Background: an optimization exercise with open tools, aiming at small area. Do not read the settings as production practice. Only simulation tests tie the RTL to the original design; equivalence was not proved.

### config.mk
export PLATFORM = sky130hd
export DESIGN_NAME = neural_network
export DESIGN_NICKNAME = neural_network
export VERILOG_FILES = /design/flow/design.v
export SDC_FILE = /design/flow/constraint.sdc
export NUM_CORES = 4
export LEC_CHECK = 0
export CAP_MARGIN = 10
export CORE_MARGIN = 2
export CORE_UTILIZATION = 40
export PLACE_DENSITY = 0.85
export SLEW_MARGIN = 10
export SYNTH_HIERARCHICAL = 1
### constraint.sdc
create_clock -name core_clock -period 10.0 [get_ports {clk}]
set_input_delay 2.0000 -clock core_clock [delete_from_list [all_inputs] [get_ports {clk}]]
set_output_delay 2.0000 -clock core_clock [all_outputs]
set_load 0.01 [all_outputs]
### design.v
package nn_pkg;
    localparam int N_NEURONS = 4;
    localparam int N_INPUTS  = 4;
    localparam int DW        = 8;
    localparam int P_PER_NEURON = N_INPUTS + 2;
    localparam int P_BYTES      = N_NEURONS * P_PER_NEURON;
    typedef enum logic [1:0] {
        LOAD_X  = 2'd0,
        LOAD_P  = 2'd1,
        COMPUTE = 2'd2,
        DONE    = 2'd3
    } state_t;
endpackage
module nn_fa (
    input  logic a,
    input  logic b,
    input  logic c,
    output logic s,
    output logic co
);
    assign s  = a ^ b ^ c;
    assign co = (a & b) | (c & (a ^ b));
endmodule
module nn_mo3 (
    input  logic a,
    input  logic b,
    input  logic c,
    output logic m,
    output logic o
);
    assign m = (a & b) | (a & c) | (b & c);
    assign o = a | b | c;
endmodule
module nn_ha (
    input  logic a,
    input  logic b,
    output logic s,
    output logic co
);
    assign s  = a ^ b;
    assign co = a & b;
endmodule
module nn_neuron (
    input  logic [31:0] xn_flat,
    input  logic [31:0] wn_flat,
    input  logic [7:0]  b,
    input  logic [7:0]  thn,
    output logic        fire
);
    logic [31:0] x_flat, w_flat;
    assign x_flat = ~xn_flat;
    assign w_flat = ~wn_flat;
    logic [3:0] hi;
    generate
        for (genvar gi = 0; gi < 4; gi++) begin : g_hi
            logic [7:1] wsuf;
            assign wsuf[7] = w_flat[gi*8+7];
            for (genvar k = 6; k >= 1; k--) begin : g_suf
                assign wsuf[k] = wsuf[k+1] | w_flat[gi*8+k];
            end
            assign hi[gi] = (x_flat[gi*8+1] & wsuf[7]) | (x_flat[gi*8+2] & wsuf[6])
                          | (x_flat[gi*8+3] & wsuf[5]) | (x_flat[gi*8+4] & wsuf[4])
                          | (x_flat[gi*8+5] & wsuf[3]) | (x_flat[gi*8+6] & wsuf[2])
                          | (x_flat[gi*8+7] & wsuf[1]);
        end
    endgenerate
    logic pp1, pp2, pp3, pp4, pp5, pp6, pp7, pp8, pp9, pp10, pp11, pp12;
    logic pp13, pp14, pp15, pp16, pp17, pp18, pp19, pp20, pp21, q22, adj23, q24;
    logic pp25, pp26, pp27, pp28, pp29, pp30, pp31, pp32, pp33, pp34, pp35, pp36;
    logic pp37, pp38, pp39, pp40, pp41, pp42, pp43, pp44, pp45, q46, adj47, q48;
    logic pp49, pp50, pp51, pp52, pp53, pp54, pp55, pp56, pp57, pp58, pp59, pp60;
    logic pp61, pp62, pp63, pp64, pp65, pp66, pp67, pp68, pp69, q70, adj71, q72;
    logic pp73, pp74, pp75, pp76, pp77, pp78, pp79, pp80, pp81, pp82, pp83, pp84;
    logic pp85, pp86, pp87, pp88, pp89, pp90, pp91, pp92, pp93, q94, adj95, q96;
    logic c98, s97, c100, s99, c102, c104, s103, c106, s105, c108, s107, c110;
    logic s109, c112, s111, c114, c116, s115, c118, s117, c120, s119, c122, s121;
    logic c124, s123, c126, s125, c128, s127, c130, s129, c132, s131, c134, c136;
    logic s135, c138, s137, c140, s139, c142, s141, c144, s143, c146, s145, c148;
    logic s147, c150, s149, c152, s151, c154, s153, c156, s155, c158, s157, c160;
    logic s159, c162, c164, s163, c166, s165, c168, s167, c170, s169, c172, s171;
    logic c174, s173, c176, s175, c178, s177, c180, s179, c182, s181, c184, s183;
    logic c186, s185, c188, s187, c190, s189, c192, s191, c194, s193, c196, s195;
    logic c198, c200, s199, c202, s201, c204, s203, c206, s205, c208, s207, c210;
    logic s209, c212, s211, c214, s213, c216, s215, c218, s217, c220, s219, c222;
    logic s221, c224, s223, c226, s225, c228, s227, c230, s229, c232, s231, c234;
    logic s233, c236, s235, c238, s237, c240, s239, c242, c244, s243, c246, s245;
    logic c248, s247, c250, s249, c252, s251, c254, s253, c256, s255, c258, s257;
    logic c260, s259, c262, s261, c264, s263, c266, s265, c268, s267, c270, o271;
    logic m272, o273, m274, o275, m276, o277, m278, o279, m280, o281, m282, o283;
    logic m284, o285, m286, o287, m288, o289, m290;
    assign pp1 = ~(xn_flat[0] | wn_flat[0]);
    assign pp2 = ~(xn_flat[1] | wn_flat[0]);
    assign pp3 = ~(xn_flat[2] | wn_flat[0]);
    assign pp4 = ~(xn_flat[3] | wn_flat[0]);
    assign pp5 = ~(xn_flat[4] | wn_flat[0]);
    assign pp6 = ~(xn_flat[5] | wn_flat[0]);
    assign pp7 = ~(xn_flat[0] | wn_flat[1]);
    assign pp8 = ~(xn_flat[1] | wn_flat[1]);
    assign pp9 = ~(xn_flat[2] | wn_flat[1]);
    assign pp10 = ~(xn_flat[3] | wn_flat[1]);
    assign pp11 = ~(xn_flat[4] | wn_flat[1]);
    assign pp12 = ~(xn_flat[0] | wn_flat[2]);
    assign pp13 = ~(xn_flat[1] | wn_flat[2]);
    assign pp14 = ~(xn_flat[2] | wn_flat[2]);
    assign pp15 = ~(xn_flat[3] | wn_flat[2]);
    assign pp16 = ~(xn_flat[0] | wn_flat[3]);
    assign pp17 = ~(xn_flat[1] | wn_flat[3]);
    assign pp18 = ~(xn_flat[2] | wn_flat[3]);
    assign pp19 = ~(xn_flat[0] | wn_flat[4]);
    assign pp20 = ~(xn_flat[1] | wn_flat[4]);
    assign pp21 = ~(xn_flat[0] | wn_flat[5]);
    assign q22 = ~(xn_flat[6] | wn_flat[0]) | ~(xn_flat[5] | wn_flat[1]) | ~(xn_flat[4] | wn_flat[2]) | ~(xn_flat[3] | wn_flat[3]) | ~(xn_flat[2] | wn_flat[4]) | ~(xn_flat[1] | wn_flat[5]) | ~(xn_flat[0] | wn_flat[6]);
    assign adj23 = ~(xn_flat[6] | wn_flat[0] | xn_flat[5] | wn_flat[1]) | ~(xn_flat[5] | wn_flat[1] | xn_flat[4] | wn_flat[2]) | ~(xn_flat[4] | wn_flat[2] | xn_flat[3] | wn_flat[3]) | ~(xn_flat[3] | wn_flat[3] | xn_flat[2] | wn_flat[4]) | ~(xn_flat[2] | wn_flat[4] | xn_flat[1] | wn_flat[5]) | ~(xn_flat[1] | wn_flat[5] | xn_flat[0] | wn_flat[6]);
    assign q24 = ~(xn_flat[7] | wn_flat[0]) | ~(xn_flat[6] | wn_flat[1]) | ~(xn_flat[5] | wn_flat[2]) | ~(xn_flat[4] | wn_flat[3]) | ~(xn_flat[3] | wn_flat[4]) | ~(xn_flat[2] | wn_flat[5]) | ~(xn_flat[1] | wn_flat[6]) | ~(xn_flat[0] | wn_flat[7]);
    assign pp25 = ~(xn_flat[8] | wn_flat[8]);
    assign pp26 = ~(xn_flat[9] | wn_flat[8]);
    assign pp27 = ~(xn_flat[10] | wn_flat[8]);
    assign pp28 = ~(xn_flat[11] | wn_flat[8]);
    assign pp29 = ~(xn_flat[12] | wn_flat[8]);
    assign pp30 = ~(xn_flat[13] | wn_flat[8]);
    assign pp31 = ~(xn_flat[8] | wn_flat[9]);
    assign pp32 = ~(xn_flat[9] | wn_flat[9]);
    assign pp33 = ~(xn_flat[10] | wn_flat[9]);
    assign pp34 = ~(xn_flat[11] | wn_flat[9]);
    assign pp35 = ~(xn_flat[12] | wn_flat[9]);
    assign pp36 = ~(xn_flat[8] | wn_flat[10]);
    assign pp37 = ~(xn_flat[9] | wn_flat[10]);
    assign pp38 = ~(xn_flat[10] | wn_flat[10]);
    assign pp39 = ~(xn_flat[11] | wn_flat[10]);
    assign pp40 = ~(xn_flat[8] | wn_flat[11]);
    assign pp41 = ~(xn_flat[9] | wn_flat[11]);
    assign pp42 = ~(xn_flat[10] | wn_flat[11]);
    assign pp43 = ~(xn_flat[8] | wn_flat[12]);
    assign pp44 = ~(xn_flat[9] | wn_flat[12]);
    assign pp45 = ~(xn_flat[8] | wn_flat[13]);
    assign q46 = ~(xn_flat[14] | wn_flat[8]) | ~(xn_flat[13] | wn_flat[9]) | ~(xn_flat[12] | wn_flat[10]) | ~(xn_flat[11] | wn_flat[11]) | ~(xn_flat[10] | wn_flat[12]) | ~(xn_flat[9] | wn_flat[13]) | ~(xn_flat[8] | wn_flat[14]);
    assign adj47 = ~(xn_flat[14] | wn_flat[8] | xn_flat[13] | wn_flat[9]) | ~(xn_flat[13] | wn_flat[9] | xn_flat[12] | wn_flat[10]) | ~(xn_flat[12] | wn_flat[10] | xn_flat[11] | wn_flat[11]) | ~(xn_flat[11] | wn_flat[11] | xn_flat[10] | wn_flat[12]) | ~(xn_flat[10] | wn_flat[12] | xn_flat[9] | wn_flat[13]) | ~(xn_flat[9] | wn_flat[13] | xn_flat[8] | wn_flat[14]);
    assign q48 = ~(xn_flat[15] | wn_flat[8]) | ~(xn_flat[14] | wn_flat[9]) | ~(xn_flat[13] | wn_flat[10]) | ~(xn_flat[12] | wn_flat[11]) | ~(xn_flat[11] | wn_flat[12]) | ~(xn_flat[10] | wn_flat[13]) | ~(xn_flat[9] | wn_flat[14]) | ~(xn_flat[8] | wn_flat[15]);
    assign pp49 = ~(xn_flat[16] | wn_flat[16]);
    assign pp50 = ~(xn_flat[17] | wn_flat[16]);
    assign pp51 = ~(xn_flat[18] | wn_flat[16]);
    assign pp52 = ~(xn_flat[19] | wn_flat[16]);
    assign pp53 = ~(xn_flat[20] | wn_flat[16]);
    assign pp54 = ~(xn_flat[21] | wn_flat[16]);
    assign pp55 = ~(xn_flat[16] | wn_flat[17]);
    assign pp56 = ~(xn_flat[17] | wn_flat[17]);
    assign pp57 = ~(xn_flat[18] | wn_flat[17]);
    assign pp58 = ~(xn_flat[19] | wn_flat[17]);
    assign pp59 = ~(xn_flat[20] | wn_flat[17]);
    assign pp60 = ~(xn_flat[16] | wn_flat[18]);
    assign pp61 = ~(xn_flat[17] | wn_flat[18]);
    assign pp62 = ~(xn_flat[18] | wn_flat[18]);
    assign pp63 = ~(xn_flat[19] | wn_flat[18]);
    assign pp64 = ~(xn_flat[16] | wn_flat[19]);
    assign pp65 = ~(xn_flat[17] | wn_flat[19]);
    assign pp66 = ~(xn_flat[18] | wn_flat[19]);
    assign pp67 = ~(xn_flat[16] | wn_flat[20]);
    assign pp68 = ~(xn_flat[17] | wn_flat[20]);
    assign pp69 = ~(xn_flat[16] | wn_flat[21]);
    assign q70 = ~(xn_flat[22] | wn_flat[16]) | ~(xn_flat[21] | wn_flat[17]) | ~(xn_flat[20] | wn_flat[18]) | ~(xn_flat[19] | wn_flat[19]) | ~(xn_flat[18] | wn_flat[20]) | ~(xn_flat[17] | wn_flat[21]) | ~(xn_flat[16] | wn_flat[22]);
    assign adj71 = ~(xn_flat[22] | wn_flat[16] | xn_flat[21] | wn_flat[17]) | ~(xn_flat[21] | wn_flat[17] | xn_flat[20] | wn_flat[18]) | ~(xn_flat[20] | wn_flat[18] | xn_flat[19] | wn_flat[19]) | ~(xn_flat[19] | wn_flat[19] | xn_flat[18] | wn_flat[20]) | ~(xn_flat[18] | wn_flat[20] | xn_flat[17] | wn_flat[21]) | ~(xn_flat[17] | wn_flat[21] | xn_flat[16] | wn_flat[22]);
    assign q72 = ~(xn_flat[23] | wn_flat[16]) | ~(xn_flat[22] | wn_flat[17]) | ~(xn_flat[21] | wn_flat[18]) | ~(xn_flat[20] | wn_flat[19]) | ~(xn_flat[19] | wn_flat[20]) | ~(xn_flat[18] | wn_flat[21]) | ~(xn_flat[17] | wn_flat[22]) | ~(xn_flat[16] | wn_flat[23]);
    assign pp73 = ~(xn_flat[24] | wn_flat[24]);
    assign pp74 = ~(xn_flat[25] | wn_flat[24]);
    assign pp75 = ~(xn_flat[26] | wn_flat[24]);
    assign pp76 = ~(xn_flat[27] | wn_flat[24]);
    assign pp77 = ~(xn_flat[28] | wn_flat[24]);
    assign pp78 = ~(xn_flat[29] | wn_flat[24]);
    assign pp79 = ~(xn_flat[24] | wn_flat[25]);
    assign pp80 = ~(xn_flat[25] | wn_flat[25]);
    assign pp81 = ~(xn_flat[26] | wn_flat[25]);
    assign pp82 = ~(xn_flat[27] | wn_flat[25]);
    assign pp83 = ~(xn_flat[28] | wn_flat[25]);
    assign pp84 = ~(xn_flat[24] | wn_flat[26]);
    assign pp85 = ~(xn_flat[25] | wn_flat[26]);
    assign pp86 = ~(xn_flat[26] | wn_flat[26]);
    assign pp87 = ~(xn_flat[27] | wn_flat[26]);
    assign pp88 = ~(xn_flat[24] | wn_flat[27]);
    assign pp89 = ~(xn_flat[25] | wn_flat[27]);
    assign pp90 = ~(xn_flat[26] | wn_flat[27]);
    assign pp91 = ~(xn_flat[24] | wn_flat[28]);
    assign pp92 = ~(xn_flat[25] | wn_flat[28]);
    assign pp93 = ~(xn_flat[24] | wn_flat[29]);
    assign q94 = ~(xn_flat[30] | wn_flat[24]) | ~(xn_flat[29] | wn_flat[25]) | ~(xn_flat[28] | wn_flat[26]) | ~(xn_flat[27] | wn_flat[27]) | ~(xn_flat[26] | wn_flat[28]) | ~(xn_flat[25] | wn_flat[29]) | ~(xn_flat[24] | wn_flat[30]);
    assign adj95 = ~(xn_flat[30] | wn_flat[24] | xn_flat[29] | wn_flat[25]) | ~(xn_flat[29] | wn_flat[25] | xn_flat[28] | wn_flat[26]) | ~(xn_flat[28] | wn_flat[26] | xn_flat[27] | wn_flat[27]) | ~(xn_flat[27] | wn_flat[27] | xn_flat[26] | wn_flat[28]) | ~(xn_flat[26] | wn_flat[28] | xn_flat[25] | wn_flat[29]) | ~(xn_flat[25] | wn_flat[29] | xn_flat[24] | wn_flat[30]);
    assign q96 = ~(xn_flat[31] | wn_flat[24]) | ~(xn_flat[30] | wn_flat[25]) | ~(xn_flat[29] | wn_flat[26]) | ~(xn_flat[28] | wn_flat[27]) | ~(xn_flat[27] | wn_flat[28]) | ~(xn_flat[26] | wn_flat[29]) | ~(xn_flat[25] | wn_flat[30]) | ~(xn_flat[24] | wn_flat[31]);
    nn_fa u_s97 (.a(pp1), .b(pp25), .c(pp49), .s(s97), .co(c98));
    nn_fa u_s99 (.a(pp73), .b(b[0]), .c(thn[0]), .s(s99), .co(c100));
    assign c102 = s97 & s99;
    nn_fa u_s103 (.a(pp2), .b(pp7), .c(pp26), .s(s103), .co(c104));
    nn_fa u_s105 (.a(pp31), .b(pp50), .c(pp55), .s(s105), .co(c106));
    nn_fa u_s107 (.a(pp74), .b(pp79), .c(b[1]), .s(s107), .co(c108));
    nn_fa u_s109 (.a(thn[1]), .b(c98), .c(c100), .s(s109), .co(c110));
    nn_fa u_s111 (.a(s103), .b(s105), .c(s107), .s(s111), .co(c112));
    assign c114 = (c102 & s109) | (c102 & s111) | (s109 & s111);
    nn_fa u_s115 (.a(pp3), .b(pp8), .c(pp12), .s(s115), .co(c116));
    nn_fa u_s117 (.a(pp27), .b(pp32), .c(pp36), .s(s117), .co(c118));
    nn_fa u_s119 (.a(pp51), .b(pp56), .c(pp60), .s(s119), .co(c120));
    nn_fa u_s121 (.a(pp75), .b(pp80), .c(pp84), .s(s121), .co(c122));
    nn_fa u_s123 (.a(b[2]), .b(thn[2]), .c(c104), .s(s123), .co(c124));
    nn_fa u_s125 (.a(c106), .b(c108), .c(s115), .s(s125), .co(c126));
    nn_fa u_s127 (.a(s117), .b(s119), .c(s121), .s(s127), .co(c128));
    nn_fa u_s129 (.a(c110), .b(c112), .c(s123), .s(s129), .co(c130));
    nn_fa u_s131 (.a(s125), .b(s127), .c(c114), .s(s131), .co(c132));
    assign c134 = s129 & s131;
    nn_fa u_s135 (.a(pp4), .b(pp9), .c(pp13), .s(s135), .co(c136));
    nn_fa u_s137 (.a(pp16), .b(pp28), .c(pp33), .s(s137), .co(c138));
    nn_fa u_s139 (.a(pp37), .b(pp40), .c(pp52), .s(s139), .co(c140));
    nn_fa u_s141 (.a(pp57), .b(pp61), .c(pp64), .s(s141), .co(c142));
    nn_fa u_s143 (.a(pp76), .b(pp81), .c(pp85), .s(s143), .co(c144));
    nn_fa u_s145 (.a(pp88), .b(b[3]), .c(thn[3]), .s(s145), .co(c146));
    nn_fa u_s147 (.a(c116), .b(c118), .c(c120), .s(s147), .co(c148));
    nn_fa u_s149 (.a(c122), .b(s135), .c(s137), .s(s149), .co(c150));
    nn_fa u_s151 (.a(s139), .b(s141), .c(s143), .s(s151), .co(c152));
    nn_fa u_s153 (.a(s145), .b(c124), .c(c126), .s(s153), .co(c154));
    nn_fa u_s155 (.a(c128), .b(s147), .c(s149), .s(s155), .co(c156));
    nn_fa u_s157 (.a(s151), .b(c130), .c(s153), .s(s157), .co(c158));
    nn_fa u_s159 (.a(s155), .b(c132), .c(s157), .s(s159), .co(c160));
    assign c162 = c134 & s159;
    nn_fa u_s163 (.a(pp5), .b(pp10), .c(pp14), .s(s163), .co(c164));
    nn_fa u_s165 (.a(pp17), .b(pp19), .c(pp29), .s(s165), .co(c166));
    nn_fa u_s167 (.a(pp34), .b(pp38), .c(pp41), .s(s167), .co(c168));
    nn_fa u_s169 (.a(pp43), .b(pp53), .c(pp58), .s(s169), .co(c170));
    nn_fa u_s171 (.a(pp62), .b(pp65), .c(pp67), .s(s171), .co(c172));
    nn_fa u_s173 (.a(pp77), .b(pp82), .c(pp86), .s(s173), .co(c174));
    nn_fa u_s175 (.a(pp89), .b(pp91), .c(b[4]), .s(s175), .co(c176));
    nn_fa u_s177 (.a(thn[4]), .b(c136), .c(c138), .s(s177), .co(c178));
    nn_fa u_s179 (.a(c140), .b(c142), .c(c144), .s(s179), .co(c180));
    nn_fa u_s181 (.a(c146), .b(s163), .c(s165), .s(s181), .co(c182));
    nn_fa u_s183 (.a(s167), .b(s169), .c(s171), .s(s183), .co(c184));
    nn_fa u_s185 (.a(s173), .b(s175), .c(c148), .s(s185), .co(c186));
    nn_fa u_s187 (.a(c150), .b(c152), .c(s177), .s(s187), .co(c188));
    nn_fa u_s189 (.a(s179), .b(s181), .c(s183), .s(s189), .co(c190));
    nn_fa u_s191 (.a(c154), .b(c156), .c(s185), .s(s191), .co(c192));
    nn_fa u_s193 (.a(s187), .b(s189), .c(c158), .s(s193), .co(c194));
    nn_fa u_s195 (.a(s191), .b(c160), .c(s193), .s(s195), .co(c196));
    assign c198 = c162 & s195;
    nn_fa u_s199 (.a(pp6), .b(pp11), .c(pp15), .s(s199), .co(c200));
    nn_fa u_s201 (.a(pp18), .b(pp20), .c(pp21), .s(s201), .co(c202));
    nn_fa u_s203 (.a(pp30), .b(pp35), .c(pp39), .s(s203), .co(c204));
    nn_fa u_s205 (.a(pp42), .b(pp44), .c(pp45), .s(s205), .co(c206));
    nn_fa u_s207 (.a(pp54), .b(pp59), .c(pp63), .s(s207), .co(c208));
    nn_fa u_s209 (.a(pp66), .b(pp68), .c(pp69), .s(s209), .co(c210));
    nn_fa u_s211 (.a(pp78), .b(pp83), .c(pp87), .s(s211), .co(c212));
    nn_fa u_s213 (.a(pp90), .b(pp92), .c(pp93), .s(s213), .co(c214));
    nn_fa u_s215 (.a(b[5]), .b(thn[5]), .c(c164), .s(s215), .co(c216));
    nn_fa u_s217 (.a(c166), .b(c168), .c(c170), .s(s217), .co(c218));
    nn_fa u_s219 (.a(c172), .b(c174), .c(c176), .s(s219), .co(c220));
    nn_fa u_s221 (.a(s199), .b(s201), .c(s203), .s(s221), .co(c222));
    nn_fa u_s223 (.a(s205), .b(s207), .c(s209), .s(s223), .co(c224));
    nn_fa u_s225 (.a(s211), .b(s213), .c(c178), .s(s225), .co(c226));
    nn_fa u_s227 (.a(c180), .b(c182), .c(c184), .s(s227), .co(c228));
    nn_fa u_s229 (.a(s215), .b(s217), .c(s219), .s(s229), .co(c230));
    nn_fa u_s231 (.a(s221), .b(s223), .c(c186), .s(s231), .co(c232));
    nn_fa u_s233 (.a(c188), .b(c190), .c(s225), .s(s233), .co(c234));
    nn_fa u_s235 (.a(s227), .b(s229), .c(c192), .s(s235), .co(c236));
    nn_fa u_s237 (.a(s231), .b(s233), .c(c194), .s(s237), .co(c238));
    nn_fa u_s239 (.a(s235), .b(c196), .c(s237), .s(s239), .co(c240));
    assign c242 = c198 & s239;
    nn_fa u_s243 (.a(q22), .b(q46), .c(q70), .s(s243), .co(c244));
    nn_fa u_s245 (.a(q94), .b(b[6]), .c(thn[6]), .s(s245), .co(c246));
    nn_fa u_s247 (.a(c200), .b(c202), .c(c204), .s(s247), .co(c248));
    nn_fa u_s249 (.a(c206), .b(c208), .c(c210), .s(s249), .co(c250));
    nn_fa u_s251 (.a(c212), .b(c214), .c(s243), .s(s251), .co(c252));
    nn_fa u_s253 (.a(s245), .b(c216), .c(c218), .s(s253), .co(c254));
    nn_fa u_s255 (.a(c220), .b(c222), .c(c224), .s(s255), .co(c256));
    nn_fa u_s257 (.a(s247), .b(s249), .c(s251), .s(s257), .co(c258));
    nn_fa u_s259 (.a(c226), .b(c228), .c(c230), .s(s259), .co(c260));
    nn_fa u_s261 (.a(s253), .b(s255), .c(s257), .s(s261), .co(c262));
    nn_fa u_s263 (.a(c232), .b(c234), .c(s259), .s(s263), .co(c264));
    nn_fa u_s265 (.a(s261), .b(c236), .c(s263), .s(s265), .co(c266));
    nn_fa u_s267 (.a(c238), .b(s265), .c(c240), .s(s267), .co(c268));
    assign c270 = c242 & s267;
    nn_mo3 u_m272 (.a(q24), .b(q48), .c(q72), .m(m272), .o(o271));
    nn_mo3 u_m274 (.a(q96), .b(b[7]), .c(thn[7]), .m(m274), .o(o273));
    nn_mo3 u_m276 (.a(c244), .b(c246), .c(o271), .m(m276), .o(o275));
    nn_mo3 u_m278 (.a(o273), .b(c248), .c(c250), .m(m278), .o(o277));
    nn_mo3 u_m280 (.a(c252), .b(o275), .c(c254), .m(m280), .o(o279));
    nn_mo3 u_m282 (.a(c256), .b(c258), .c(o277), .m(m282), .o(o281));
    nn_mo3 u_m284 (.a(c260), .b(c262), .c(o279), .m(m284), .o(o283));
    nn_mo3 u_m286 (.a(o281), .b(c264), .c(o283), .m(m286), .o(o285));
    nn_mo3 u_m288 (.a(c266), .b(o285), .c(c268), .m(m288), .o(o287));
    assign m290 = c270 & o287;
    assign o289 = c270 | o287;
    assign fire = (|hi) | m272 | m274 | m276 | m278 | m280 | m282 | m284 | m286 | m288 | m290 | adj23 | adj47 | adj71 | adj95;
endmodule
module nn_half (
    input  logic [15:0] xn_flat,
    input  logic [15:0] wn_flat,
    input  logic [7:0]  e1,
    input  logic [7:0]  e2,
    output logic [7:0]  s,
    output logic        ge
);
    logic [15:0] x_flat, w_flat;
    assign x_flat = ~xn_flat;
    assign w_flat = ~wn_flat;
    logic [1:0] hi;
    generate
        for (genvar gi = 0; gi < 2; gi++) begin : g_hi
            logic [7:1] wsuf;
            assign wsuf[7] = w_flat[gi*8+7];
            for (genvar k = 6; k >= 1; k--) begin : g_suf
                assign wsuf[k] = wsuf[k+1] | w_flat[gi*8+k];
            end
            assign hi[gi] = (x_flat[gi*8+1] & wsuf[7]) | (x_flat[gi*8+2] & wsuf[6])
                          | (x_flat[gi*8+3] & wsuf[5]) | (x_flat[gi*8+4] & wsuf[4])
                          | (x_flat[gi*8+5] & wsuf[3]) | (x_flat[gi*8+6] & wsuf[2])
                          | (x_flat[gi*8+7] & wsuf[1]);
        end
    endgenerate
    logic pp1, pp2, pp3, pp4, pp5, pp6, pp7, pp8, pp9, pp10, pp11, pp12;
    logic pp13, pp14, pp15, pp16, pp17, pp18, pp19, pp20, pp21, q22, adj23, q24;
    logic pp25, pp26, pp27, pp28, pp29, pp30, pp31, pp32, pp33, pp34, pp35, pp36;
    logic pp37, pp38, pp39, pp40, pp41, pp42, pp43, pp44, pp45, q46, adj47, q48;
    logic c50, s49, c52, s51, c54, s53, c56, s55, c58, s57, c60, s59;
    logic c62, s61, c64, s63, c66, s65, c68, s67, c70, s69, c72, s71;
    logic c74, s73, c76, s75, c78, s77, c80, s79, c82, s81, c84, s83;
    logic c86, s85, c88, s87, c90, s89, c92, s91, c94, s93, c96, s95;
    logic c98, s97, c100, s99, c102, s101, c104, s103, c106, s105, c108, s107;
    logic c110, s109, c112, s111, c114, s113, c116, s115, c118, s117, c120, s119;
    logic c122, s121, c124, s123, c126, s125, c128, s127, c130, s129, c132, s131;
    logic c134, s133, c136, s135, c138, s137, c140, s139, c142, s141, c144, s143;
    logic c146, s145, c148, s147, c150, s149, c152, s151, c154, s153, c156, s155;
    logic c158, s157, c160, s159;
    assign pp1 = ~(xn_flat[0] | wn_flat[0]);
    assign pp2 = ~(xn_flat[1] | wn_flat[0]);
    assign pp3 = ~(xn_flat[2] | wn_flat[0]);
    assign pp4 = ~(xn_flat[3] | wn_flat[0]);
    assign pp5 = ~(xn_flat[4] | wn_flat[0]);
    assign pp6 = ~(xn_flat[5] | wn_flat[0]);
    assign pp7 = ~(xn_flat[0] | wn_flat[1]);
    assign pp8 = ~(xn_flat[1] | wn_flat[1]);
    assign pp9 = ~(xn_flat[2] | wn_flat[1]);
    assign pp10 = ~(xn_flat[3] | wn_flat[1]);
    assign pp11 = ~(xn_flat[4] | wn_flat[1]);
    assign pp12 = ~(xn_flat[0] | wn_flat[2]);
    assign pp13 = ~(xn_flat[1] | wn_flat[2]);
    assign pp14 = ~(xn_flat[2] | wn_flat[2]);
    assign pp15 = ~(xn_flat[3] | wn_flat[2]);
    assign pp16 = ~(xn_flat[0] | wn_flat[3]);
    assign pp17 = ~(xn_flat[1] | wn_flat[3]);
    assign pp18 = ~(xn_flat[2] | wn_flat[3]);
    assign pp19 = ~(xn_flat[0] | wn_flat[4]);
    assign pp20 = ~(xn_flat[1] | wn_flat[4]);
    assign pp21 = ~(xn_flat[0] | wn_flat[5]);
    assign q22 = ~(xn_flat[6] | wn_flat[0]) | ~(xn_flat[5] | wn_flat[1]) | ~(xn_flat[4] | wn_flat[2]) | ~(xn_flat[3] | wn_flat[3]) | ~(xn_flat[2] | wn_flat[4]) | ~(xn_flat[1] | wn_flat[5]) | ~(xn_flat[0] | wn_flat[6]);
    assign adj23 = ~(xn_flat[6] | wn_flat[0] | xn_flat[5] | wn_flat[1]) | ~(xn_flat[5] | wn_flat[1] | xn_flat[4] | wn_flat[2]) | ~(xn_flat[4] | wn_flat[2] | xn_flat[3] | wn_flat[3]) | ~(xn_flat[3] | wn_flat[3] | xn_flat[2] | wn_flat[4]) | ~(xn_flat[2] | wn_flat[4] | xn_flat[1] | wn_flat[5]) | ~(xn_flat[1] | wn_flat[5] | xn_flat[0] | wn_flat[6]);
    assign q24 = ~(xn_flat[7] | wn_flat[0]) | ~(xn_flat[6] | wn_flat[1]) | ~(xn_flat[5] | wn_flat[2]) | ~(xn_flat[4] | wn_flat[3]) | ~(xn_flat[3] | wn_flat[4]) | ~(xn_flat[2] | wn_flat[5]) | ~(xn_flat[1] | wn_flat[6]) | ~(xn_flat[0] | wn_flat[7]);
    assign pp25 = ~(xn_flat[8] | wn_flat[8]);
    assign pp26 = ~(xn_flat[9] | wn_flat[8]);
    assign pp27 = ~(xn_flat[10] | wn_flat[8]);
    assign pp28 = ~(xn_flat[11] | wn_flat[8]);
    assign pp29 = ~(xn_flat[12] | wn_flat[8]);
    assign pp30 = ~(xn_flat[13] | wn_flat[8]);
    assign pp31 = ~(xn_flat[8] | wn_flat[9]);
    assign pp32 = ~(xn_flat[9] | wn_flat[9]);
    assign pp33 = ~(xn_flat[10] | wn_flat[9]);
    assign pp34 = ~(xn_flat[11] | wn_flat[9]);
    assign pp35 = ~(xn_flat[12] | wn_flat[9]);
    assign pp36 = ~(xn_flat[8] | wn_flat[10]);
    assign pp37 = ~(xn_flat[9] | wn_flat[10]);
    assign pp38 = ~(xn_flat[10] | wn_flat[10]);
    assign pp39 = ~(xn_flat[11] | wn_flat[10]);
    assign pp40 = ~(xn_flat[8] | wn_flat[11]);
    assign pp41 = ~(xn_flat[9] | wn_flat[11]);
    assign pp42 = ~(xn_flat[10] | wn_flat[11]);
    assign pp43 = ~(xn_flat[8] | wn_flat[12]);
    assign pp44 = ~(xn_flat[9] | wn_flat[12]);
    assign pp45 = ~(xn_flat[8] | wn_flat[13]);
    assign q46 = ~(xn_flat[14] | wn_flat[8]) | ~(xn_flat[13] | wn_flat[9]) | ~(xn_flat[12] | wn_flat[10]) | ~(xn_flat[11] | wn_flat[11]) | ~(xn_flat[10] | wn_flat[12]) | ~(xn_flat[9] | wn_flat[13]) | ~(xn_flat[8] | wn_flat[14]);
    assign adj47 = ~(xn_flat[14] | wn_flat[8] | xn_flat[13] | wn_flat[9]) | ~(xn_flat[13] | wn_flat[9] | xn_flat[12] | wn_flat[10]) | ~(xn_flat[12] | wn_flat[10] | xn_flat[11] | wn_flat[11]) | ~(xn_flat[11] | wn_flat[11] | xn_flat[10] | wn_flat[12]) | ~(xn_flat[10] | wn_flat[12] | xn_flat[9] | wn_flat[13]) | ~(xn_flat[9] | wn_flat[13] | xn_flat[8] | wn_flat[14]);
    assign q48 = ~(xn_flat[15] | wn_flat[8]) | ~(xn_flat[14] | wn_flat[9]) | ~(xn_flat[13] | wn_flat[10]) | ~(xn_flat[12] | wn_flat[11]) | ~(xn_flat[11] | wn_flat[12]) | ~(xn_flat[10] | wn_flat[13]) | ~(xn_flat[9] | wn_flat[14]) | ~(xn_flat[8] | wn_flat[15]);
    nn_fa u_s49 (.a(pp1), .b(pp25), .c(e1[0]), .s(s49), .co(c50));
    nn_ha u_s51 (.a(e2[0]), .b(s49), .s(s51), .co(c52));
    nn_fa u_s53 (.a(pp2), .b(pp7), .c(pp26), .s(s53), .co(c54));
    nn_fa u_s55 (.a(pp31), .b(e1[1]), .c(e2[1]), .s(s55), .co(c56));
    nn_fa u_s57 (.a(c50), .b(s53), .c(s55), .s(s57), .co(c58));
    nn_ha u_s59 (.a(c52), .b(s57), .s(s59), .co(c60));
    nn_fa u_s61 (.a(pp3), .b(pp8), .c(pp12), .s(s61), .co(c62));
    nn_fa u_s63 (.a(pp27), .b(pp32), .c(pp36), .s(s63), .co(c64));
    nn_fa u_s65 (.a(e1[2]), .b(e2[2]), .c(c54), .s(s65), .co(c66));
    nn_fa u_s67 (.a(c56), .b(s61), .c(s63), .s(s67), .co(c68));
    nn_fa u_s69 (.a(c58), .b(s65), .c(s67), .s(s69), .co(c70));
    nn_ha u_s71 (.a(c60), .b(s69), .s(s71), .co(c72));
    nn_fa u_s73 (.a(pp4), .b(pp9), .c(pp13), .s(s73), .co(c74));
    nn_fa u_s75 (.a(pp16), .b(pp28), .c(pp33), .s(s75), .co(c76));
    nn_fa u_s77 (.a(pp37), .b(pp40), .c(e1[3]), .s(s77), .co(c78));
    nn_fa u_s79 (.a(e2[3]), .b(c62), .c(c64), .s(s79), .co(c80));
    nn_fa u_s81 (.a(s73), .b(s75), .c(s77), .s(s81), .co(c82));
    nn_fa u_s83 (.a(c66), .b(c68), .c(s79), .s(s83), .co(c84));
    nn_fa u_s85 (.a(s81), .b(c70), .c(s83), .s(s85), .co(c86));
    nn_ha u_s87 (.a(c72), .b(s85), .s(s87), .co(c88));
    nn_fa u_s89 (.a(pp5), .b(pp10), .c(pp14), .s(s89), .co(c90));
    nn_fa u_s91 (.a(pp17), .b(pp19), .c(pp29), .s(s91), .co(c92));
    nn_fa u_s93 (.a(pp34), .b(pp38), .c(pp41), .s(s93), .co(c94));
    nn_fa u_s95 (.a(pp43), .b(e1[4]), .c(e2[4]), .s(s95), .co(c96));
    nn_fa u_s97 (.a(c74), .b(c76), .c(c78), .s(s97), .co(c98));
    nn_fa u_s99 (.a(s89), .b(s91), .c(s93), .s(s99), .co(c100));
    nn_fa u_s101 (.a(s95), .b(c80), .c(c82), .s(s101), .co(c102));
    nn_fa u_s103 (.a(s97), .b(s99), .c(c84), .s(s103), .co(c104));
    nn_fa u_s105 (.a(s101), .b(c86), .c(s103), .s(s105), .co(c106));
    nn_ha u_s107 (.a(c88), .b(s105), .s(s107), .co(c108));
    nn_fa u_s109 (.a(pp6), .b(pp11), .c(pp15), .s(s109), .co(c110));
    nn_fa u_s111 (.a(pp18), .b(pp20), .c(pp21), .s(s111), .co(c112));
    nn_fa u_s113 (.a(pp30), .b(pp35), .c(pp39), .s(s113), .co(c114));
    nn_fa u_s115 (.a(pp42), .b(pp44), .c(pp45), .s(s115), .co(c116));
    nn_fa u_s117 (.a(e1[5]), .b(e2[5]), .c(c90), .s(s117), .co(c118));
    nn_fa u_s119 (.a(c92), .b(c94), .c(c96), .s(s119), .co(c120));
    nn_fa u_s121 (.a(s109), .b(s111), .c(s113), .s(s121), .co(c122));
    nn_fa u_s123 (.a(s115), .b(c98), .c(c100), .s(s123), .co(c124));
    nn_fa u_s125 (.a(s117), .b(s119), .c(s121), .s(s125), .co(c126));
    nn_fa u_s127 (.a(c102), .b(s123), .c(s125), .s(s127), .co(c128));
    nn_fa u_s129 (.a(c104), .b(s127), .c(c106), .s(s129), .co(c130));
    nn_ha u_s131 (.a(c108), .b(s129), .s(s131), .co(c132));
    nn_fa u_s133 (.a(q22), .b(q46), .c(e1[6]), .s(s133), .co(c134));
    nn_fa u_s135 (.a(e2[6]), .b(c110), .c(c112), .s(s135), .co(c136));
    nn_fa u_s137 (.a(c114), .b(c116), .c(s133), .s(s137), .co(c138));
    nn_fa u_s139 (.a(c118), .b(c120), .c(c122), .s(s139), .co(c140));
    nn_fa u_s141 (.a(s135), .b(s137), .c(c124), .s(s141), .co(c142));
    nn_fa u_s143 (.a(c126), .b(s139), .c(c128), .s(s143), .co(c144));
    nn_fa u_s145 (.a(s141), .b(s143), .c(c130), .s(s145), .co(c146));
    nn_ha u_s147 (.a(c132), .b(s145), .s(s147), .co(c148));
    nn_fa u_s149 (.a(q24), .b(q48), .c(e1[7]), .s(s149), .co(c150));
    nn_fa u_s151 (.a(e2[7]), .b(c134), .c(s149), .s(s151), .co(c152));
    nn_fa u_s153 (.a(c136), .b(c138), .c(s151), .s(s153), .co(c154));
    nn_fa u_s155 (.a(c140), .b(s153), .c(c142), .s(s155), .co(c156));
    nn_fa u_s157 (.a(c144), .b(s155), .c(c146), .s(s157), .co(c158));
    nn_ha u_s159 (.a(c148), .b(s157), .s(s159), .co(c160));
    assign s  = {s159, s147, s131, s107, s87, s71, s59, s51};
    assign ge = (|hi) | c150 | c152 | c154 | c156 | c158 | c160 | adj23 | adj47;
endmodule
module neural_network (
    input  logic        clk,
    input  logic        reset,
    input  logic        changes,
    input  logic [7:0]  data_in,
    output logic [7:0]  network_outputs
);
    nn_pkg::state_t state_reg;
    logic           changes_q_reg;
    logic [31:0]    xn_sr_reg;      
    logic [191:0]   p_sr_reg;
    logic [2:0]     x_cnt_reg;
    logic [4:0]     p_cnt_reg;
    logic           f3_q_reg;
    logic           f1_q_reg;
    logic [8:0]     h_q_reg;
    logic [3:0]     out_reg;
    logic chg_rise, in_p, in_c, shift_x, shift_p;
    assign chg_rise = changes & ~changes_q_reg;
    assign in_p     = (state_reg == nn_pkg::LOAD_P);
    assign in_c     = (state_reg == nn_pkg::COMPUTE);
    assign shift_x  = (state_reg == nn_pkg::LOAD_X) & ~changes;
    assign shift_p  = in_p & ~changes;
    function automatic logic gt_const(input logic [4:0] c, input int k);
        gt_const = 1'b0;
        for (int b = 0; b < 5; b++)
            gt_const = ((k >> b) & 1) ? (c[b] & gt_const) : (c[b] | gt_const);
    endfunction
    logic [23:0] p_ok;
    logic [3:0]  x_ok;
    generate
        for (genvar k = 0; k < 24; k++) begin : g_pok
            assign p_ok[k] = gt_const(p_cnt_reg, k);
        end
        for (genvar k = 0; k < 4; k++) begin : g_xok
            assign x_ok[k] = gt_const({2'b00, x_cnt_reg}, k);
        end
    endgenerate
    function automatic logic [7:0] lane(input int k);
        lane = p_sr_reg[k*8 +: 8];
    endfunction
    logic sa, sb, sc;
    assign sa = in_p & ~changes;
    assign sb = in_p &  changes;
    assign sc = in_c;
    logic [31:0] f_wn;
    logic [7:0]  f_b, f_th;
    logic        f_fire;
    generate
        for (genvar i = 0; i < 4; i++) begin : g_fw
            logic ma, mb, mc;
            assign ma = sa & x_ok[i] & p_ok[17+i];
            assign mb = sb & x_ok[i] & p_ok[6+i];
            assign mc = sc & x_ok[i] & p_ok[12+i];
            assign f_wn[i*8 +: 8] = ~((lane(17+i) & {8{ma}}) | (lane(6+i) & {8{mb}})
                                    | (lane(12+i) & {8{mc}}));
        end
    endgenerate
    assign f_b  = (lane(21) & {8{sa & p_ok[21]}}) | (lane(10) & {8{sb & p_ok[10]}})
                | (lane(16) & {8{sc & p_ok[16]}});
    assign f_th = (lane(22) & {8{sa & p_ok[22]}}) | (lane(11) & {8{sb & p_ok[11]}})
                | (lane(17) & {8{sc & p_ok[17]}});
    nn_neuron u_f (
        .xn_flat (xn_sr_reg),
        .wn_flat (f_wn),
        .b       (f_b),
        .thn     (~f_th),
        .fire   (f_fire)
    );
    logic [15:0] h_xn, h_wn;
    logic [7:0]  h_e1, h_e2, h_s;
    logic        h_ge;
    generate
        for (genvar i = 0; i < 2; i++) begin : g_hw
            logic m0, m1;
            assign m0 = ~in_c & x_ok[i]   & p_ok[i];
            assign m1 =  in_c & x_ok[i+2] & p_ok[i+2];
            assign h_wn[i*8 +: 8] = ~((lane(i) & {8{m0}}) | (lane(i+2) & {8{m1}}));
            assign h_xn[i*8 +: 8] = in_c ? xn_sr_reg[(i+2)*8 +: 8] : xn_sr_reg[i*8 +: 8];
        end
    endgenerate
    assign h_e1 = in_c ? h_q_reg[7:0] : (lane(4) & {8{p_ok[4]}});
    assign h_e2 = in_c ? 8'h00 : ~(lane(5) & {8{p_ok[5]}});
    nn_half u_h (
        .xn_flat (h_xn),
        .wn_flat (h_wn),
        .e1     (h_e1),
        .e2     (h_e2),
        .s      (h_s),
        .ge     (h_ge)
    );
    assign network_outputs = {4'b0000, out_reg};
    always_ff @(posedge clk) begin
        if (shift_x)
            xn_sr_reg <= {xn_sr_reg[23:0], ~data_in};
        if (shift_p) begin
            p_sr_reg <= {p_sr_reg[183:0], data_in};
            f3_q_reg <= f_fire;
        end
        f1_q_reg <= f_fire;
        h_q_reg  <= {h_ge, h_s};
    end
    always_ff @(posedge clk or posedge reset) begin
        if (reset) begin
            state_reg     <= nn_pkg::LOAD_X;
            changes_q_reg <= 1'b0;
            x_cnt_reg     <= '0;
            p_cnt_reg     <= '0;
            out_reg       <= '0;
        end else begin
            changes_q_reg <= changes;
            if (shift_x && x_cnt_reg != 3'd4)
                x_cnt_reg <= x_cnt_reg + 3'd1;
            if (shift_p && p_cnt_reg != 5'd24)
                p_cnt_reg <= p_cnt_reg + 5'd1;
            case (state_reg)
                nn_pkg::LOAD_X:  if (chg_rise) state_reg <= nn_pkg::LOAD_P;
                nn_pkg::LOAD_P:  if (chg_rise) state_reg <= nn_pkg::COMPUTE;
                nn_pkg::COMPUTE: begin
                    out_reg   <= {f3_q_reg, f_fire, f1_q_reg, h_q_reg[8] | h_ge};
                    state_reg <= nn_pkg::DONE;
                end
                default:         if (chg_rise) state_reg <= nn_pkg::LOAD_X;
            endcase
        end
    end
endmodule
### flow/run.sh
#!/bin/bash
# Standard ORFS flow (the standard.sh) with some layout options:
#  - timing-driven global placement keeps none of its resizer changes
#  - port buffers of the smallest buffer cell
#  - CTS without dummy loads
set -euo pipefail
bash standard.sh \
  GPL_KEEP_OVERFLOW=0 \
  "BUFFER_PORTS_ARGS=-buffer_cell sky130_fd_sc_hd__buf_1" \
  "CTS_ARGS=-sink_clustering_enable -repair_clock_nets -sink_clustering_size 10 -sink_clustering_max_diameter 40 -buf_list sky130_fd_sc_hd__clkbuf_4 -dont_use_dummy_load" \
  finish > standard.log 2>&1
### standard.sh
#!/bin/bash
# synth_recipe.tcl (not shown) runs the flow's synth.tcl, then flattens the netlist and writes it again
# the make line also repeats each setting of config.mk as NAME=value (left out here)
make -C /OpenROAD-flow-scripts/flow DESIGN_CONFIG=/design/flow/config.mk WORK_HOME=/design/flow/orfs CLKGATE_MAP_FILE= SYNTH_SCRIPT=/design/flow/synth_recipe.tcl "${@:-finish}"
==> results of run 1 <==
## cells by family (layout without fill, tap and decap cells)
kind of cell / count (synthesis) / count (layout) / synth area share, %
and+or+nand+nor: 257 / 257 / 9.182
AOI/OAI and AO/OA: 190 / 190 / 10.94
muxes: 23 / 23 / 1.930
xor gates and xnor gates: 4 / 4 / 0.2623
DFF: 242 / 242 / 53.11
adders and majority gates: 156 / 156 / 21.64
other: 1 / 5 / 0.02808
buffers and inverters: 85 / 90 / 2.905
## per-module statistics from Yosys, one instance, submodules excluded
module | cells | times used
neural_network | 465 | 1
nn_fa | 1 | 128
nn_ha | 1 | 8
nn_half | 119 | 1
nn_mo3 | 2 | 9
nn_neuron | 220 | 1
## synth_stat cells, types with 3 or more instances
cell type  number
dfrtp_1        15
dfxtp_1        10
nand3_1         3
o22ai_1        48
or4_1           9
nand4_1        10
a22o_1          8
nor2_1        164
nor3_1          5
buf_4          13
ha_1           19
or3_1          13
nand2b_1        3
a222oi_1       40
a211oi_2        5
clkbuf_1       30
nand2_1        15
maj3_1          9
a31oi_1         7
nor4_1          4
a21oi_1        28
inv_1          25
a221o_1         8
buf_2          16
nor2b_1         5
mux2_2         22
o21ai_0         7
edfxtp_1      217
fa_1          128
a22oi_1        22
nor3b_1         8
xnor2_1         4
## worst min path at each step
| stage | depth (start not counted) | end | slack [ns] | start |
|---|---|---|---|---|
| 3_3_place_gp | 0 | p_sr_reg[91]$_DFFE_PN_ | 0.42 | p_sr_reg[83]$_DFFE_PN_ |
| 6_report | 0 | p_sr_reg[65]$_DFFE_PN_ | 0.43 | p_sr_reg[57]$_DFFE_PN_ |
| 5_1_grt | 0 | p_sr_reg[65]$_DFFE_PN_ | 0.44 | p_sr_reg[57]$_DFFE_PN_ |
| 2_1_floorplan | 0 | p_sr_reg[88]$_DFFE_PN_ | 0.42 | p_sr_reg[80]$_DFFE_PN_ |
| 3_5_place_dp | 0 | p_sr_reg[95]$_DFFE_PN_ | 0.43 | p_sr_reg[87]$_DFFE_PN_ |
| 4_1_cts | 0 | p_sr_reg[63]$_DFFE_PN_ | 0.44 | p_sr_reg[55]$_DFFE_PN_ |
## metal layers
| layer | GRT usage [%] | wire length (um) | part of all wire, % |
|---|---|---|---|
| met2 | 31.27 | 16030 | 46 |
| met1 | 27.18 | 13590 | 39 |
| met5 | 0 | 0 | 0 |
| met4 | 7.143 | 1389 | 4.0 |
| met3 | 4.495 | 3799 | 11 |
## critical path: stages
cell      delay (ns)
buf_1           0.20
o211ai_2        0.35
nor2_1          0.30
a222oi_1        1.05
o22ai_1         0.23
nor2_1          0.13
or4b_2          0.64
fa_1            0.56
fa_1            0.43
fa_1            0.51
fa_1            0.45
fa_1            0.53
fa_1            0.42
maj3_1          0.36
or4_1           0.41
nor4_1          0.31
nand3_1         0.12
nor3_1          0.18
nand4_1         0.19
mux2_2          0.32
## layout by cell type (no fill, tap or decap), types with 10 or more instances in the layout
cell type,n
ha_1,18
buf_1,14
nand2_1,15
inv_1,25
mux2_2,22
dfxtp_1,10
clkbuf_4,31
or3_1,13
a21oi_1,28
nor2_1,164
a222oi_1,40
o22ai_1,48
edfxtp_1,217
a22oi_1,22
nand4_1,10
dfrtp_1,15
fa_1,128
buf_2,12
## per-stage QoR
stage,worst slack (ns),hold slack [ns],cells
after detailed placement,0.2455,0.4305,1376
after floorplan,1.690,0.4176,961
after global routing,0.4992,0.4436,1409
final,0.7993,0.4313,1409
after global placement,0.1558,0.4214,1357
after CTS,0.9450,0.4368,1407
## final cells by class
cell class	count	area, um2	share of cell area (%)
Inverter	25	93.84	0.6625
Tap cell	442	553.0	3.904
Timing Repair Buffer	34	287.8	2.032
Clock buffer	31	232.7	1.643
Multi-Input combinational cell	634	5903	41.67
Sequential cell	242	7092	50.07
Antenna cell	1	2.502	0.01767
==> results.txt, run 1 <==
outcome=no timing/DRC/antenna violations; number of flip-flops in the largest register=184; Worst Setup EP=out_reg[2]$_DFFE_PP0P_; crit path DAT=9.71 ns; FP Rows=66; CP Class=in2reg; YS warnings=7; top post-synthesis cells by area=edfxtp_1, fa_1, nor2_1; CP Data Required Time=10.51 ns; global route overflow=0; unrepaired setup endpoints after global routing=false; Post-DP Area=13920 um2; final instance area=14160 um2; Setup TNS=0 ns; EDFF count, synth=217; ys async rst share=6.198%; post-DR vias/cell=6.148; 1st-iter DRT viols=1522; Gate Count Post-Synth=958; first-pass GRT wire length=52920 um; number of I/O port buffers=14; Die Ht=186.7 um; Synth Area per Inst=13.94 um2; DRT Wirelength=34810 um; total track usage=19.87%; CTS resizes=0; initial core utilization=40.84%; Final GP Congestion=0.9883; Final Util=43.32%; via count=8663; Worst Path Max Fanout=12; startpoint types=primary input; WL per Instance=24.70 um; cell taking the most area after synthesis=edfxtp_1; CTS Root Buffer Type=clkbuf_4; synth unique cells=61; Worst R2R Start=p_cnt_reg[2]$_DFFE_PP0P_; Crit. Startpoint=changes; Clk Latency, worst-skew pair=0.67 ns; chip width=186.7 um; Seq/Total Area, Yosys=53.11%; Antenna Nets Post-Route=0; # DRC=0; area share of the largest cell type after synthesis=48.80%; post-cts hold buffer count=0; # setup viols final=0; largest net degree at the start of global routing=39; Clock Skews=0.05951 ns; Reg clk slew, reported paths=0.10 ns; mapped cell area=13350 um2; crit share post-route=92.01%; Slew @ Worst Pin=1.331 ns; Filler cells=2964; post-CTS setup buffer count=0; CTS max path bufs=3; P&R area growth vs syn=6.071%; CTS sink cnt=242; HP Class=reg2reg; DIE AREA=34860 um2; Crit Reg-Reg Endpoint=out_reg[0]$_DFFE_PP0P_; CTS tree=built; CTS HTree Levels=1; vias in the first global route=8836; share of cells above drive strength 1=10.14%; endpoints failing hold=0; Final nets=1126; Synth Flop Type=edfxtp_1; r2r worst-path depth=21; initial antenna violation count=1; core area=32700 um2; min Tclk post-route=9.201 ns; drt pass-1 iters=7; Max Cap Viol=0; Num CTS Buffers=31; Rel. slew slack=11.25%; crit end category=register; register bit total from synthesis=242; flop-to-flop setup slack=1.27 ns; I/O pins=19; f_max=0.1087 GHz; Slew Viols, Final=0; Detail Placement HPWL=26990 um
==> inputs of run 2 (changes only) <==
--- a/design.v
+++ b/design.v
@@ -526,9 +526,8 @@
         if (shift_x)
             xn_sr_reg <= {xn_sr_reg[23:0], ~data_in};
-        if (shift_p) begin
+        if (shift_p)
             p_sr_reg <= {p_sr_reg[183:0], data_in};
-            f3_q_reg <= f_fire;
-        end
         f1_q_reg <= f_fire;
+        f3_q_reg <= f1_q_reg;
         h_q_reg  <= {h_ge, h_s};
     end
--- a/config.mk
+++ b/config.mk
@@ -9,5 +9,5 @@
 export CORE_MARGIN = 2
 export CORE_UTILIZATION = 40
-export PLACE_DENSITY = 0.85
+export PLACE_DENSITY = 0.7
 export SLEW_MARGIN = 10
 export SYNTH_HIERARCHICAL = 1
==> run 2 against run 1 <==
Still clean. Highest routed layer unchanged. Largest cell class unchanged.
==> results.txt, run 2 <==
crit path DAT=9.78 ns (+0.07 ns); I/O pins=19 (unchanged); commonest non-fill, non-tap cells in the layout=edfxtp_1, nor2_1, fa_1; HP Class=reg2reg; Seq/Total Area, Yosys=53.07% (about the same); synth unique cells=61 (unchanged); largest net degree at the start of global routing=34 (-13%); Reg clk slew, reported paths=0.11 ns (about the same); # setup viols final=0 (unchanged); Rel. slew slack=10.14% (-1.1 points); CP Data Required Time=10.57 ns (+0.06 ns); CTS Root Buffer Type=clkbuf_4; flop-to-flop setup slack=1.25 ns (-0.02 ns); share of cells above drive strength 1=10.05% (-0.093 points); endpoints failing hold=0 (unchanged); WL per Instance=24.84 um (+0.56%); CTS resizes=0 (unchanged); number of flip-flops in the largest register=184 (unchanged); EDFF count, synth=216 (-0.46%); most common cell after layout, fill and taps aside=edfxtp_1; top post-synthesis cells by area=edfxtp_1, fa_1, nor2_1; Hold Path Sink=p_sr_reg[159]$_DFFE_PN_; Filler cells=2996 (+1.1%); Worst Path Buf+Inv=1 (unchanged); Synth Flop Type=edfxtp_1; Crit Reg-Reg Endpoint=out_reg[0]$_DFFE_PP0P_; Slew Viols, Final=0 (unchanged); unrepaired setup endpoints after global routing=false; min Tclk post-route=9.208 ns (+0.007028 ns); Detail Placement HPWL=26660 um (-1.2%); CP Class=in2reg; Worst Hold Depth=0 (unchanged); YS warnings=7 (unchanged); mapped cell area=13340 um2 (about the same); area share of the largest cell type after synthesis=48.61% (-0.19 points); DIE AREA=34840 um2 (about the same); r2r worst-path depth=21 (unchanged); post-DR vias/cell=6.151 (about the same); DRT Wirelength=34980 um (+0.49%); CTS sink cnt=242 (unchanged); most frequent cell after synthesis=edfxtp_1; total track usage=20.02% (+0.15 points); Setup TNS=0 ns (unchanged); # DRC=0 (unchanged); CTS HTree Levels=1 (unchanged); via count=8661 (-0.023%); Hold Path Origin=p_sr_reg[151]$_DFFE_PN_; Num CTS Buffers=31 (unchanged); initial core utilization=40.81% (about the same); Final GP Congestion=0.9970 (+0.88%); FP Rows=66 (unchanged); first-pass GRT wire length=53370 um (+0.85%); Antenna Nets Post-Route=0 (unchanged); outcome=no timing/DRC/antenna violations; Worst Path Max Fanout=12 (unchanged); Final WS setup=0.7923 ns (-0.007028 ns); cell taking the most area after synthesis=edfxtp_1; Die Ht=186.6 um (about the same); 1st-iter DRT viols=1175 (-23%); core area=32700 um2 (unchanged); Gate Count Post-Synth=958 (unchanged); Slew @ Worst Pin=1.348 ns (+0.01659 ns); post-CTS setup buffer count=0 (unchanged); Final nets=1125 (-0.089%); CP max stage cell=a222oi_1; CTS tree=built; CP Cell Sequence=buf_1, o211ai_2, nor2_1, a222oi_1, o22ai_1, nor2_1, or4b_2, fa_1, fa_1, fa_1, fa_1, fa_1, fa_1, maj3_1, or4_1, nor4_1, nand3_1, nor3_1, nand4_1, mux2_2; crit-path leading delay family=adder cells; Clk Latency, worst-skew pair=0.71 ns (+0.04 ns); chip width=186.6 um (about the same); Worst R2R Start=p_cnt_reg[2]$_DFFE_PP0P_; global route overflow=0 (unchanged); startpoint types=primary input; pre-CTS setup slack=0.2226 ns (-0.02292 ns); post-cts hold buffer count=0 (unchanged); vias in the first global route=8871 (+0.40%); most used cell, CP=fa_1; crit share post-route=92.08% (about the same); Max Cap Viol=0 (unchanged); initial antenna violation count=1 (unchanged); register bit total from synthesis=242 (unchanged); drt pass-1 iters=7 (unchanged); crit end category=register; Clock Skews=0.1339 ns (+0.07444 ns); Synth Area per Inst=13.93 um2 (about the same); number of I/O port buffers=14 (unchanged); crit-path max cell delay=1.08 ns (+0.03 ns); f_max=0.1086 GHz (about the same); ys async rst share=6.198% (unchanged); Post-synth top cells=edfxtp_1, nor2_1, fa_1; P&R area growth vs syn=6.020% (about the same); CTS max path bufs=3 (unchanged)
[run 2: cell types whose count changed after synthesis]
cell / change
dfxtp_1: +1
edfxtp_1: -1
[run 2: worst register-to-register path, delay by kind of cell, from the launching register on]
family,cells,cell delay [ns]
AO/OA/AOI/OAI,3,1.50
adder cells (fa/ha/maj),10,3.99
buffers and inverters,1,0.22
flip-flops,1,0.54
AND/OR/NAND/NOR,7,2.35
[run 2: cell type report]
class / instances / area (um2) / share of cell area (%)
timing repair buffer: 33 / 280.3 / 1.981
antenna: 1 / 2.502 / 0.01769
clock buffer: 31 / 232.7 / 1.645
tap: 442 / 553.0 / 3.909
sequential: 242 / 7082 / 50.06
multi-input combinational: 634 / 5903 / 41.73
inverter: 25 / 93.84 / 0.6633
[run 2: logic make-up (layout without fill, tap and decap cells)]
kind of cell | after synthesis | in the layout | share of synthesized area, %
muxes | 23 | 23 | 1.932
other | 1 | 5 | 0.02810
buffers and inverters | 85 | 89 | 2.907
and+or+nand+nor | 257 | 257 | 9.189
xor gates and xnor gates | 4 | 4 | 0.2625
DFF | 242 | 242 | 53.07
adders and majority gates | 156 | 156 | 21.66
AOI/OAI and AO/OA | 190 | 190 | 10.95
[run 2: layer usage]
layer  GRT usage [%]  share of wire [%]  routed length [um]  up-vias
li1                -                  -                   -     3637
met1           27.29                 39               13770     4343
met2           32.13                 47               16290      594
met3           4.363                 11                3726       87
met4           6.380                3.4                1199        0
met5               0                  0                   0        -
[run 2: worst max path at each step]
stage,start,endpoint,slack [ns],cells past startpoint
floorplan,changes,out_reg[2]$_DFFE_PP0P_,1.71,20
global placement,changes,p_cnt_reg[1]$_DFFE_PP0P_,0.15,4
detailed placement,changes,out_reg[2]$_DFFE_PP0P_,0.22,20
CTS,changes,out_reg[2]$_DFFE_PP0P_,0.96,20
global route,changes,out_reg[2]$_DFFE_PP0P_,0.47,20
finish,changes,out_reg[2]$_DFFE_PP0P_,0.79,20
[run 2: metrics by stage]
stage                     instance area, um2  utilization (%)  instances  hold WS [ns]
after floorplan                        13360                -        961        0.3257
final                                  14150            43.26       1408        0.3938
after detailed placement               13900            42.50       1373        0.4143
after CTS                              14130            43.21       1404        0.3628
after global routing                   14150            43.26       1408        0.3953
after global placement                 13670            41.80       1357        0.4274
[run 2: per-module statistics from Yosys, one instance, submodules excluded]
module	cells	area, um2
nn_fa	1	20.02
nn_ha	1	12.51
neural_network	465	8860
nn_half	119	599.3
nn_neuron	220	1076
nn_mo3	2	16.27
==> inputs of run 3 (changes only) <==
--- a/design.v
+++ b/design.v
@@ -526,8 +526,9 @@
         if (shift_x)
             xn_sr_reg <= {xn_sr_reg[23:0], ~data_in};
-        if (shift_p)
+        if (shift_p) begin
             p_sr_reg <= {p_sr_reg[183:0], data_in};
+            f3_q_reg <= f_fire;
+        end
         f1_q_reg <= f_fire;
-        f3_q_reg <= f1_q_reg;
         h_q_reg  <= {h_ge, h_s};
     end
==> run.sh (new file) <==
#!/bin/bash
# synth_recipe.tcl (not shown) runs the flow's synth.tcl, then flattens the netlist and writes it again
# the make line also repeats each setting of config.mk as NAME=value (left out here)
make -C /OpenROAD-flow-scripts/flow DESIGN_CONFIG=/design/flow/config.mk WORK_HOME=/design/flow/orfs CLKGATE_MAP_FILE= SYNTH_SCRIPT=/design/flow/synth_recipe.tcl finish
--- a/config.mk
+++ b/config.mk
@@ -6,8 +6,10 @@
 export NUM_CORES = 4
 export LEC_CHECK = 0
-export CAP_MARGIN = 10
+export CAP_MARGIN = 20
 export CORE_MARGIN = 2
 export CORE_UTILIZATION = 40
-export PLACE_DENSITY = 0.7
-export SLEW_MARGIN = 10
+export CTS_BUF_LIST = sky130_fd_sc_hd__clkbuf_8
+export CTS_CLUSTER_DIAMETER = 60
+export CTS_CLUSTER_SIZE = 16
+export SLEW_MARGIN = 20
 export SYNTH_HIERARCHICAL = 1
removed: flow/run.sh
removed: standard.sh
==> run 3 against run 2 <==
Still clean. Sequential share of layout area shrank 1.7 points. Hold slack improved by 0.051 ns. Core utilization is 1.5 points higher. Critical path type unchanged. Highest routed layer unchanged.
==> results.txt, run 3 <==
chip width=186.7 um (about the same); Max Cap Viol=0 (unchanged); ys async rst share=6.198% (unchanged); # setup viols final=0 (unchanged); outcome=no timing/DRC/antenna violations; YS warnings=7 (unchanged); initial antenna violation count=0 (-1); P&R area growth vs syn=9.725%; Clk Latency, worst-skew pair=0.57 ns (-0.14 ns); unrepaired setup endpoints after global routing=false; Detail Placement HPWL=27690 um (+3.9%); Slew @ Worst Pin=1.009 ns (-0.3386 ns); largest net degree at the start of global routing=161 (+370%); top post-synthesis cells by area=edfxtp_1, fa_1, nor2_1; total track usage=21.50% (+1.5 points); CTS resizes=0 (unchanged); fin cells=1440 (+2.3%); CTS Root Buffer Type=clkbuf_8; Num CTS Buffers=23 (-26%); number of flip-flops in the largest register=184 (unchanged); DRT Wirelength=36960 um (+5.7%); CP Cell Sequence=clkdlybuf4s50_1, nand3b_2, a211oi_2, a222oi_1, nor2_1, fa_1, fa_1, fa_1, fa_1, fa_1, fa_1, fa_1, fa_1, maj3_1, or4_1, nor4_1, nand3_1, nor3_1, nand4_1, buf_4, mux2_2; n_diodes=0 (-1); crit end category=register; GR Util met3=3.216% (-1.1 points); post-DR vias/cell=5.890 (-4.3%); endpoints failing hold=0 (unchanged); Setup TNS=0 ns (unchanged); DIE AREA=34860 um2 (about the same); crit-path max cell delay=0.55 ns (-0.53 ns); Clock Skews=0.03977 ns (-0.09418 ns); CP Data Required Time=10.47 ns (-0.10 ns); # DRC=0 (unchanged); Die Ht=186.7 um (about the same); I/O pins=19 (unchanged); number of I/O port buffers=14 (unchanged); Final GP Congestion=0.9566 (-4.1%); EDFF count, synth=217 (+0.46%); Synth Flop Type=edfxtp_1; Slew Viols, Final=0 (unchanged); dpl cells=1403 (+2.2%); final instance area=14650 um2 (+3.6%); first-pass GRT wire length=56160 um (+5.2%); core area=32700 um2 (unchanged); crit share post-route=89.03% (-3.0 points); f_max=0.1123 GHz (+3.4%); commonest non-fill, non-tap cells in the layout=edfxtp_1, nor2_1, fa_1; Synth Area per Inst=13.94 um2 (about the same); synth unique cells=61 (unchanged); vias in the first global route=8791 (-0.90%); met2 Resource Use GR=34.07% (+1.9 points); WL per Instance=25.67 um (+3.3%); Reg clk slew, reported paths=0.09 ns (-0.02 ns); FP Rows=66 (unchanged); CTS tree=built; GRT busiest layer=met2; initial core utilization=40.84% (about the same); post-CTS setup buffer count=0 (unchanged); CTS sink cnt=242 (unchanged); min Tclk post-route=8.903 ns (-0.3044 ns); most frequent cell after synthesis=edfxtp_1; crit path DAT=9.37 ns (-0.41 ns); CTS max path bufs=3 (unchanged); register bit total from synthesis=242 (unchanged); global route overflow=0 (unchanged); 1st-iter DRT viols=1048 (-11%); CP max stage cell=a211oi_2; Gate Count Post-Synth=958 (unchanged); mapped cell area=13350 um2 (about the same); Post-synth top cells=edfxtp_1, nor2_1, fa_1; Seq/Total Area, Yosys=53.11% (about the same); Antenna Nets Post-Route=0 (unchanged); Final nets=1145 (+1.8%); cell taking the most area after synthesis=edfxtp_1; Post-DP Area=14140 um2 (+1.7%); HP Class=reg2reg; area share of the largest cell type after synthesis=48.80% (+0.19 points); most common cell after layout, fill and taps aside=edfxtp_1; most used cell, CP=fa_1; Rel. slew slack=32.71% (+23 points); GR Util met1=30.43% (+3.1 points); CP Class=in2reg; share of cells above drive strength 1=12.93% (+2.9 points); drt pass-1 iters=7 (unchanged); CTS HTree Levels=1 (unchanged); via count=8481 (-2.1%); startpoint types=primary input; post-cts hold buffer count=0 (unchanged); Worst Path Max Fanout=8 (-4)
run 3: changes by cell type in the layout (fill, tap and decap cells not counted), moves of 2 or more:
cell             previous run  this run
buf_12                      7         1
buf_4                       2        45
bufinv_16                   0         3
clkbuf_4                   31         1
inv_6                       0         3
inv_8                       0         2
clkbuf_8                    0        23
clkinv_8                    0         2
buf_2                       7         0
clkdlybuf4s50_1             0        14
buf_1                      14         0
clkbuf_2                    2         0
run 3: worst paths after layout:
kind                                          start                       end  slack, ns  depth (start not counted)
min reg2reg                  p_sr_reg[34]$_DFFE_PN_    p_sr_reg[42]$_DFFE_PN_       0.44                          0
max                                         changes    out_reg[2]$_DFFE_PP0P_       1.10                         21
max in group asynchronous                     reset    out_reg[1]$_DFFE_PP0P_       7.77                          2
max reg2reg                p_cnt_reg[1]$_DFFE_PP0P_    out_reg[0]$_DFFE_PP0P_       1.97                         20
min                          p_sr_reg[34]$_DFFE_PN_    p_sr_reg[42]$_DFFE_PN_       0.44                          0
min in group asynchronous                     reset  p_cnt_reg[0]$_DFFE_PP0P_       1.81                          2
run 3: kinds of logic after synthesis:
group | synth area share, %
buffers and inverters | 2.905
other | 0.02808
adder cells (fa/ha/maj) | 21.64
AO/OA/AOI/OAI | 10.94
XOR/XNOR | 0.2623
AND/OR/NAND/NOR | 9.182
multiplexers | 1.930
flip-flops | 53.11
run 3: through the flow:
| stage | worst slack (ns) | utilization (%) | hold WS (ns) |
|---|---|---|---|
| after detailed placement | 0.5499 | 43.24 | 0.4260 |
| after global routing | 0.8127 | 44.81 | 0.4576 |
| after floorplan | 1.690 | - | 0.4176 |
| after global placement | 0.5876 | 43.24 | 0.4210 |
| final | 1.097 | 44.81 | 0.4444 |
| after CTS | 1.154 | 44.79 | 0.4458 |
run 3: modules after synthesis, one instance, submodules excluded:
| module | cells inside | copies in the design | flops+latches | area, um2 |
|---|---|---|---|---|
| nn_ha | 1 | 8 | 0 | 12.51 |
| neural_network | 465 | 1 | 242 | 8870 |
| nn_neuron | 220 | 1 | 0 | 1076 |
| nn_fa | 1 | 128 | 0 | 20.02 |
| nn_half | 119 | 1 | 0 | 599.3 |
| nn_mo3 | 2 | 9 | 0 | 16.27 |
run 3: area by class of cell:
class / instances / area (um2)
inverters: 25 / 93.84
clock buffers: 23 / 316.6
repair buffers: 61 / 505.5
fillers: 3004 / 18050
multi-input cells: 634 / 5903
flip-flops and latches: 242 / 7092
well taps: 442 / 553.0
clock inverters: 13 / 188.9
run 3: critical path, delay by kind of cell:
family	cells	cell delay [ns]
buffers and inverters	2	0.66
multiplexers	1	0.26
AO/OA/AOI/OAI	2	0.84
AND/OR/NAND/NOR	7	1.70
adder cells (fa/ha/maj)	9	3.88
run 3: metal layers:
metal  up-vias  share of wire (%)
li1       3675                  -
met1      4387                 44
met2       352                 47
met3        67                6.3
met4         0                3.3
met5         -                  0

## re-timing with driven ports
No port has a modelled driver above. Below, the same layouts with a new extraction and two added sets of constraints.
Step 1, drivers: a clkbuf_16 drives clk and a buf_2 each remaining input, both assumed.
Step 2 times the ports against the registers' clock, not the clock port: input delays grow and output delays shrink by t, the midpoint of the rising clock arrivals with the driver on.
a / b / c = ideal ports / drivers / drivers and shift; a / b = the first two.
run | t (ns) | setup slack, ns | worst setup path at the end | latest minus earliest clock arrival (ns) | pins driven straight from the clock port
run 1 | 0.680 | 0.799 / 0.813 / 0.133 | input to register | 0.065 / 0.064 | 1
run 2 | 0.689 | 0.792 / 0.811 / 0.122 | input to register | 0.136 / 0.136 | 1
run 3 | 0.597 | 1.097 / 1.116 / 0.519 | input to register | 0.043 / 0.043 | 1
After both steps every run listed still meets setup and hold. For run 2, which loses most, drivers alone change the setup slack by +0.019 ns; drivers and shift together by -0.670 ns.
